This design comes from an exercise in tuning for small area, a short achievable clock period and few clock cycles per item on the open sky130 flow, not from production work. In this exercise RTL edits were held to simulation tests only and were not proved equivalent to the original.

== purple ==
## ec_scalar_mul
module ec_scalar_mul (
	input wire clk,
	input wire reset,
	input wire start,
	input wire [7:0] k,
	input wire [15:0] p_x,
	input wire [15:0] p_y,
	input wire p_inf,
	output reg busy,
	output reg done,
	output wire [15:0] r_x,
	output wire [15:0] r_y,
	output wire r_inf
);
	localparam [15:0] PM = 16'd65521;
	localparam [1:0] ST_IDLE = 2'd0, ST_RUN = 2'd1, ST_LOADP = 2'd2;
	localparam [1:0] LP_NEXT = 2'd0, LP_DBL = 2'd1, LP_INF = 2'd2;
	reg [6:0] upc, nupc;
	reg [1:0] st, nst, ldk;
	reg [6:0] kreg;  
	reg [2:0] cnt;  
	reg cur_bit;  
	reg dbl_add;  
	reg hz, rz;  
	reg rinf;
	reg [15:0] X, Y, Z, PX, PY, T1, T2, T3, T4;
	assign r_x = X;
	assign r_y = Y;
	assign r_inf = rinf;
	reg c_m_en, r_m_en;
	reg [6:0] c_m_a, r_m_a;
	reg [5:0] c_m_b, r_m_b;
	reg c_m_sh, r_m_sh;
	reg [3:0] c_m_d, r_m_d;
	reg c_a_en, r_a_en;
	reg [4:0] c_a_a, r_a_a;
	reg [3:0] c_a_b, r_a_b;
	reg c_a_sub, r_a_sub;
	reg c_a_dbl, r_a_dbl;
	reg [3:0] c_a_d, r_a_d;
	reg c_f_h, r_f_h;
	reg c_f_r, r_f_r;
	always @(*) begin
		r_m_en = 1'd0;
		r_m_a = 7'd0;
		r_m_b = 6'd0;
		r_m_sh = 1'd0;
		r_m_d = 4'd0;
		case (nupc)
			7'd0: begin r_m_en = 1'b1; r_m_a = 7'd1; r_m_b = 6'd1; r_m_sh = 1'b0; r_m_d = 4'd4; end  
			7'd1: begin r_m_en = 1'b1; r_m_a = 7'd2; r_m_b = 6'd2; r_m_sh = 1'b0; r_m_d = 4'd4; end  
			7'd2: begin r_m_en = 1'b1; r_m_a = 7'd4; r_m_b = 6'd2; r_m_sh = 1'b1; r_m_d = 4'd5; end  
			7'd3: begin r_m_en = 1'b1; r_m_a = 7'd8; r_m_b = 6'd4; r_m_sh = 1'b1; r_m_d = 4'd5; end  
			7'd4: begin r_m_en = 1'b1; r_m_a = 7'd8; r_m_b = 6'd1; r_m_sh = 1'b1; r_m_d = 4'd3; end  
  ...
Size in the first run: about 4200 cells after synthesis, roughly 280 flip-flops, about 79 I/O pins.
export LEC_CHECK = 0
export ABC_AREA = 1
export CAP_MARGIN = 20
export CORE_MARGIN = 2
export CORE_UTILIZATION = 40
export SLEW_MARGIN = 20
create_clock -name core_clock -period 7.0 [get_ports {clk}]
run.sh (not shown) runs the stock make flow with config.mk's settings and CLKGATE_MAP_FILE= SYNTH_SCRIPT=/design/flow/synth_recipe.tcl, a recipe that flattens the netlist after the stock synthesis.
Testbench counts of purple, summed over its fixed seeds: cycles 25,395, items 192.
Setup changes, purple to red
--- a/flow/config.mk
+++ b/flow/config.mk
@@ -7,3 +7,2 @@
 export LEC_CHECK = 0
-export ABC_AREA = 1
 export CAP_MARGIN = 20
@@ -11,2 +10,3 @@
 export CORE_UTILIZATION = 40
+export SETUP_SLACK_MARGIN = 1.2
 export SLEW_MARGIN = 20
### Flow results
- On post-route worst setup slack, red does better than purple.
- [compare] base=purple new=red: count of clock buffers in the final design shrank by about 9%; non-clock buffer count went up.
- When red is set beside purple, its synthesized area turns out to be about 5.6% smaller.
- red vs purple: maximum clock skew at final layout up
- On red: via-per-instance ratio is about 15% higher than what purple gave.
- Diff purple -> red | wire length on met2 | decrease of about 4%
- In red the shortest period the worst path allows turned out 0.35 ns lower than in purple.
- Fraction of the yosys area taken by sequential cells | red above purple

== run a ==
Starting RTL as in the previous note.
clock: 7.0 ns
lec_check: 0
cap_margin: 20
core_margin: 2
core_utilization: 40
slew_margin: 20
Testbench counts of run a, summed over its fixed seeds: cycles 25,395, items 192.
Edits applied to the flow inputs when going from run a to run b:
Settings: SETUP_SLACK_MARGIN newly set to 0.6.
==> comparison <==
Mean routed wirelength per cell for run b: 0.39 um up relative to run a
Compared with run a, run b instantiates a larger number of standard cells.

-- afterwards: timing with drivers on the ports --
No port has a modelled driver above. Below, the same layouts with a new extraction and two added sets of constraints.
Step 1, drivers: a clkbuf_16 drives clk and a buf_2 each remaining input, both assumed.
Step 2, shift: input delay + t, output delay - t, t = (earliest + latest rising clock arrival at the registers) / 2. This alone moves slack from input paths to output paths.
a / b / c = ideal / step 1 / step 2; a / b = the first two.
run | shift t [ns] | setup slack, ns | pins driven straight from the clock port
purple | 0.609 | 0.509 / 0.509 / 0.509 | 1
red | 0.631 | 0.855 / 0.855 / 0.855 | 1
run a | 0.621 | 0.409 / 0.409 / 0.409 | 1
run b | 0.637 | 0.662 / 0.662 / 0.662 | 1
After both steps setup and hold are still met in every run listed.
